From an optimization exercise on the open Yosys and OpenROAD flow, aimed at small area, a short achievable clock period and few clock cycles per item; shortcuts taken in it are not production practice. In this exercise RTL edits were held to simulation tests only and were not proved equivalent to the original.

== run M ==
==> flow/design.v (excerpt) <==
module sawtooth_tone_fir_generator #(
  parameter int TAPS       = stfir_pkg::TAPS_DEF,
  parameter int BLINK_HALF = stfir_pkg::BLINK_HALF_DEF
) (
  input  logic                                 clk,
  input  logic                                 rst_n,
  input  logic                                 cfg_we,
  input  logic [stfir_pkg::CFG_IDX_W-1:0]      cfg_index,
  input  logic [stfir_pkg::CFG_DATA_W-1:0]     cfg_wdata,
  input  logic                                 in_valid,
  output logic                                 in_stall,
  input  logic                                 in_slot_tick,
  output logic                                 out_valid,
  input  logic                                 out_stall,
  output logic signed [stfir_pkg::SAMPLE_W-1:0] out_sample_out,
  output logic                                 out_led_on
);
clock: 8.5 ns
lec_check: 0
abc_clock_period_in_ps: 3500
cap_margin: 20
core_margin: 2
core_utilization: 50
setup_slack_margin: 5
slew_margin: 20
standard.sh (not shown) runs the stock make flow with config.mk's settings and CLKGATE_MAP_FILE= SYNTH_SCRIPT=/design/flow/synth_recipe.tcl, a recipe that flattens the netlist after the stock synthesis.
==> flow/flow/run.sh <==
#!/bin/bash
# Standard layout, with one netlist clean-up between synthesis and floorplan:
# flow/fixinv.py removes inverters around full-adder cells (see its header).
# Each tool's output goes to a log file of its own in this folder.
set -euo pipefail
R=orfs/results/${FLOW_PLATFORM}/sawtooth_tone_fir_generator/base
bash standard.sh synth > flow_synth.log 2>&1
cp "$R/1_2_yosys.v" yosys_before_fixinv.v
python3 flow/fixinv.py "$R/1_2_yosys.v" > flow_fixinv.log 2>&1
rm -f "$R/1_synth.odb" "$R/1_synth.sdc"
bash standard.sh finish > flow_finish.log 2>&1
Other scripts of this flow, unchanged in this note and not shown: flow/flow/fixinv.py
Testbench counts of run M, summed over its fixed seeds: cycles 8,031, items 8,000.
The following lists how run B was set up differently from run M:
--- a/flow/design.v
+++ b/flow/design.v
@@ -2407,42 +2407,46 @@
   logic [STEP_W-1:0] step_r;
   logic [23:0]       bth_r;
   logic signed [PW-1:0] p3_r, pnn_r, pn_r, ph_r, h2_r, h3_r, h4_r, h5_r, h6_r, h7_r;
   logic [2:0]        lead_r;   
   logic [2:0]        lead_q;   
   logic              rc1_r, rc2_r, rc3_r;
   logic signed [EW-1:0] e0_r, e1_r, e2_r, e3_r;
   logic signed [EW+1:0] e1x3_r;
   logic              ve_r, va_r, vb_r, vc_r;
   logic [ACC_W-1:0]  sa_r, ca_r;
   logic signed [ACC_W-1:0] acc_r;
-  logic [51:0]       sc_r, cc_r;
+  localparam int LOW_C = 10;
+  logic [51:LOW_C]   sc_r, cc_r;
+  logic              cl_r;
+  logic [LOW_C:0]    mul_low;
   logic signed [SAMPLE_W-1:0] f0_r, f1_r;
   logic              fv0_r, fv1_r;
   logic              upd_r;
   logic signed [SAMPLE_W-1:0] held_r;
   logic [CNT_W-1:0]  slot_cnt_r;
   logic              led_r;
   logic              out_valid_r, out_led_r, skid_valid_r, skid_led_r;
   logic signed [SAMPLE_W-1:0] out_sample_r, skid_sample_r;
   logic              in_take, tick, odd_tick, pop, step_we, amp_we, flush, issue;
   logic [CNT_W:0]    cnt_inc;
   logic              led_new;
   logic [CNT_W-1:0]  cnt_new;
   logic signed [PW-1:0] pbase, pnext;
   logic signed [PW:0]   psum, pwtest;
   logic              pwrap;
   logic signed [PW-1:0] x0, y0, x1, y1, x2, y2, x3, y3;
   logic signed [EW-1:0] e0_n, e1_n, e2_n, e3_n;
   logic [ACC_W-1:0]  fir_s, fir_c;
-  logic [51:0]       mul_s, mul_c, prod;
+  logic [51:0]       mul_s, mul_c;
+  logic [51:LOW_C]   prod;
   logic signed [SAMPLE_W-1:0] d_q, smp;
   logic              sel_r, sel_n, sel_a;
   assign in_stall = skid_valid_r || (slot_cnt_r[0] && !(fv0_r || vc_r));
   assign in_take  = in_valid && !in_stall;
   assign tick     = in_take && in_slot_tick;
   assign odd_tick = tick && slot_cnt_r[0];
   assign pop      = out_valid_r && !out_stall;
   assign step_we  = cfg_we && cfg_index == CFG_PHASE_STEP;
   assign amp_we   = cfg_we && cfg_index == CFG_AMPLITUDE;
   assign flush    = step_we || amp_we;
   assign pbase = rc1_r ? ph_r : (rc2_r ? pn_r : (rc3_r ? pnn_r : p3_r));
@@ -2467,35 +2471,37 @@
   assign e1_n = EW'(x1) + EW'(y1);
   assign e2_n = EW'(x2) + EW'(y2);
   assign e3_n = EW'(x3) + EW'(y3);
   stfir_fir u_fir (
     .e0(e0_r), .e1(e1_r), .e2(e2_r), .e3(e3_r), .e1x3(e1x3_r),
     .rs(fir_s), .rc(fir_c)
   );
   stfir_mul u_mul (
     .a(acc_r), .one(bth_r[7:0]), .two(bth_r[15:8]), .neg(bth_r[23:16]),
     .rs(mul_s), .rc(mul_c)
   );
-  assign prod = sc_r + cc_r;
+  assign mul_low = {1'b0, mul_s[LOW_C-1:0]} + {1'b0, mul_c[LOW_C-1:0]};
+  assign prod = sc_r + cc_r + (52 - LOW_C)'(cl_r);
   assign d_q  = prod[FRAC_SH +: SAMPLE_W];
   always_ff @(posedge clk) begin
     e0_r   <= e0_n;
     e1_r   <= e1_n;
     e2_r   <= e2_n;
     e3_r   <= e3_n;
     e1x3_r <= (EW + 2)'(e1_r) + ((EW + 2)'(e1_r) <<< 1);
     sa_r  <= fir_s;
     ca_r  <= fir_c;
     acc_r <= sa_r + ca_r;
-    sc_r  <= mul_s;
-    cc_r  <= mul_c;
+    sc_r  <= mul_s[51:LOW_C];
+    cc_r  <= mul_c[51:LOW_C];
+    cl_r  <= mul_low[LOW_C];
   end
   assign smp = upd_r ? f0_r : held_r;
   assign cnt_inc = {1'b0, slot_cnt_r} + (CNT_W + 1)'(1);
   always_comb begin
     led_new = led_r;
     cnt_new = cnt_inc[CNT_W-1:0];
     if (cnt_inc == HALF_C) begin
       led_new = 1'b0;
     end else if (cnt_inc >= FULL_C) begin
       led_new = 1'b1;
       cnt_new = '0;
==> comparison <==
- Delta (run B minus run M): count of final hold-check violations roughly the same, final setup skew increased by 15 ps relative to the old numbers.
- Changes observed in run B relative to run M: global routing usage on met3 now larger; met2 track demand over resource in global routing now sits lower.
- Compared with run M, run B shows a lower number of setup buffers added after CTS.
- Diff run M -> run B | shortest clock period the worst path allows after layout | increase of 220 ps
- Run comparison: run M timing startpoint of the critical path rc2_r; run B timing startpoint of the critical path rc3_r
- Comparing count of plain and timing-repair buffers for run M and run B, the smaller number came from run B.
- As far as worst hold path stage count goes, run B and run M are indistinguishable; the numbers are identical.
- Looking at number of multi-input combinational cells in the layout, run B sits below run M.
- Area added between synthesis and finish delta for run B relative to run M: 1.7 points lower
- Compared with run M, run B shows a lower half-perimeter wire length of the detailed placement result.
- Routed wire in run B totals less than in run M.
Testbench counts of run B, summed over its fixed seeds: cycles 8,031, items 8,000.

---

RTL: one of the versions met above, not the one the previous note started from.
For scale: roughly 6300 cells after synthesis, roughly 54000 sq um of cells after synthesis.
clock: 8.5 ns
lec_check: 0
abc_area: 1
cap_margin: 20
core_margin: 2
core_utilization: 50
setup_slack_margin: 5
slew_margin: 20
Scripts as last shown in full above: flow/flow/run.sh
Other scripts of this flow, unchanged in this note and not shown: flow/flow/fixinv.py
Testbench counts at the start, summed over its fixed seeds: cycles 8,031, items 8,000.
Rerun with:
--- a/flow/design.v
+++ b/flow/design.v
@@ -2401,23 +2401,23 @@
       one[j] = x[2*j+1] ^ x[2*j];
       two[j] = (x[2*j+2] & ~x[2*j+1] & ~x[2*j]) | (~x[2*j+2] & x[2*j+1] & x[2*j]);
       neg[j] = x[2*j+2];
     end
     booth_of = {neg, two, one};
   endfunction
   logic [STEP_W-1:0] step_r;
   logic [23:0]       bth_r;
   logic signed [PW-1:0] p3_r, pnn_r, pn_r, ph_r, h2_r, h3_r, h4_r, h5_r, h6_r, h7_r;
   logic [2:0]        lead_r;   
   logic [2:0]        lead_q;   
-  logic              rc1_r, rc2_r, rc3_r;
+  logic              rc1_r, rc2_r, rc3_r, rc4_r;
   logic signed [EW-1:0] e0_r, e1_r, e2_r, e3_r;
   logic signed [EW+1:0] e1x3_r;
   logic              ve_r, va_r, vb_r, vc_r;
   logic [ACC_W-1:0]  sa_r, ca_r;
   logic signed [ACC_W-1:0] acc_r;
   localparam int LOW_C = 10;
   logic [51:LOW_C]   sc_r, cc_r;
   logic              cl_r;
   logic [LOW_C:0]    mul_low;
   logic signed [SAMPLE_W-1:0] f0_r, f1_r;
   logic              fv0_r, fv1_r;
@@ -2441,32 +2441,32 @@
   logic [51:LOW_C]   prod;
   logic signed [SAMPLE_W-1:0] d_q, smp;
   logic              sel_r, sel_n, sel_a;
   assign in_stall = skid_valid_r || (slot_cnt_r[0] && !(fv0_r || vc_r));
   assign in_take  = in_valid && !in_stall;
   assign tick     = in_take && in_slot_tick;
   assign odd_tick = tick && slot_cnt_r[0];
   assign pop      = out_valid_r && !out_stall;
   assign step_we  = cfg_we && cfg_index == CFG_PHASE_STEP;
   assign amp_we   = cfg_we && cfg_index == CFG_AMPLITUDE;
   assign flush    = step_we || amp_we;
-  assign pbase = rc1_r ? ph_r : (rc2_r ? pn_r : (rc3_r ? pnn_r : p3_r));
+  assign pbase = p3_r;
   assign psum  = $signed({pbase[PW-1], pbase}) + $signed({2'b00, step_r});
   assign pwrap = !pwtest[PW];
   assign pwtest = $signed({pbase[PW-1], pbase}) + $signed({2'b00, step_r}) - $signed((PW + 1)'(1048577));
   assign pnext = {psum[PW-1] ^ pwrap, psum[PW-2:0]};
   assign sel_r = lead_r[0];
   assign sel_n = lead_r[1];
   assign sel_a = lead_r[2];
-  assign issue = !flush && (lead_r == lead_q) &&
-                 ((sel_r && !rc1_r) || (sel_n && !rc1_r && !rc2_r) || (sel_a && odd_tick));
+  assign issue = !flush && (lead_r == lead_q) && !(rc1_r || rc2_r || rc3_r || rc4_r) &&
+                 (sel_r || sel_n || (sel_a && odd_tick));
   always_comb begin
     x0 = p3_r;  y0 = pnn_r; x1 = pn_r; y1 = h5_r; x2 = ph_r; y2 = h4_r; x3 = h2_r; y3 = h3_r;
     if (sel_r) begin
       x0 = pn_r;  y0 = ph_r; x1 = h2_r; y1 = h7_r; x2 = h3_r; y2 = h6_r; x3 = h4_r; y3 = h5_r;
     end else if (sel_n) begin
       x0 = pnn_r; y0 = pn_r; x1 = ph_r; y1 = h6_r; x2 = h2_r; y2 = h5_r; x3 = h3_r; y3 = h4_r;
     end
   end
   assign e0_n = EW'(x0) + EW'(y0);
   assign e1_n = EW'(x1) + EW'(y1);
   assign e2_n = EW'(x2) + EW'(y2);
@@ -2518,48 +2518,51 @@
       h2_r         <= '0;
       h3_r         <= '0;
       h4_r         <= '0;
       h5_r         <= '0;
       h6_r         <= '0;
       h7_r         <= '0;
       lead_r       <= 3'b001;
       lead_q       <= 3'b000;   
       rc1_r        <= 1'b0;
       rc2_r        <= 1'b0;
       rc3_r        <= 1'b0;
+      rc4_r        <= 1'b0;
       ve_r         <= 1'b0;
       va_r         <= 1'b0;
       vb_r         <= 1'b0;
       vc_r         <= 1'b0;
       fv0_r        <= 1'b0;
       fv1_r        <= 1'b0;
       upd_r        <= 1'b0;
       held_r       <= '0;
       slot_cnt_r   <= '0;
       led_r        <= 1'b0;
       out_valid_r  <= 1'b0;
       skid_valid_r <= 1'b0;
     end else begin
       rc1_r <= step_we;
       rc2_r <= rc1_r;
       rc3_r <= rc2_r;
+      rc4_r <= rc3_r;
       upd_r <= odd_tick;
       if (step_we) step_r <= cfg_wdata[STEP_W-1:0];
       if (amp_we)  bth_r  <= booth_of(cfg_wdata[AMP_W-1:0]);
-      if (rc1_r) pn_r <= pnext;
-      if (rc2_r) pnn_r <= pnext;
-      if (rc3_r) p3_r <= pnext;
-      if (odd_tick) begin
+      if (rc1_r) begin
+        p3_r <= ph_r;
+      end else if (odd_tick || rc2_r || rc3_r || rc4_r) begin
         p3_r  <= pnext;
         pnn_r <= p3_r;
         pn_r  <= pnn_r;
+      end
+      if (odd_tick) begin
         ph_r  <= pn_r;
         h2_r  <= ph_r;
         h3_r  <= h2_r;
         h4_r  <= h3_r;
         h5_r  <= h4_r;
         h6_r  <= h5_r;
         h7_r  <= h6_r;
       end
       lead_q <= lead_r;
       if (flush) lead_r <= 3'b001;
       else if (issue && !odd_tick) lead_r <= {lead_r[1:0], 1'b0};
What happened: The new run went through all stages and came out clean; routed wire length came out lower by 2.5%; non-clock buffer count goes up by 18; setup slack degrades by 24 ps; die area came out lower by 1.9%; via count shrinks by 3.1%; cell count came out lower by about 2.3%; cell area shrinks by about 1.6%.
Testbench counts after the change, summed over its fixed seeds: cycles 8,055, items 8,000.

[what the ideal ports hide]
In the flow no input, the clock included, has a driving cell. The finished layouts below were timed again as built, in two steps. Step 1 assumes that a clkbuf_16 drives the clock port and a buf_2 every other input. Step 2, shift: input delay + t, output delay - t, t = (earliest + latest rising clock arrival at the registers) / 2. This alone moves slack from input paths to output paths. a / b / c = ideal ports / drivers / drivers and shift; a / b = the first two.
| run | t (ns) | slack for setup (ns) | hold WS [ns] | worst setup path after step 2 |
|---|---|---|---|---|
| run M | 0.729 | 4.923 / 4.923 / 4.352 | 0.392 / 0.392 / 0.392 | input to register |
| run B | 0.724 | 4.707 / 4.707 / 4.433 | 0.381 / 0.381 / 0.381 | input to register |
| the first run of note 2 | 0.739 | 5.037 / 4.979 / 4.345 | 0.396 / 0.396 / 0.396 | input to register |
| the second run of note 2 | 0.728 | 5.013 / 5.013 / 4.478 | 0.417 / 0.417 / 0.417 | input to register |
After both steps every run listed still meets setup and hold. For the first run of note 2, which loses most, drivers alone change the setup slack by -0.058 ns; drivers and shift together by -0.692 ns.
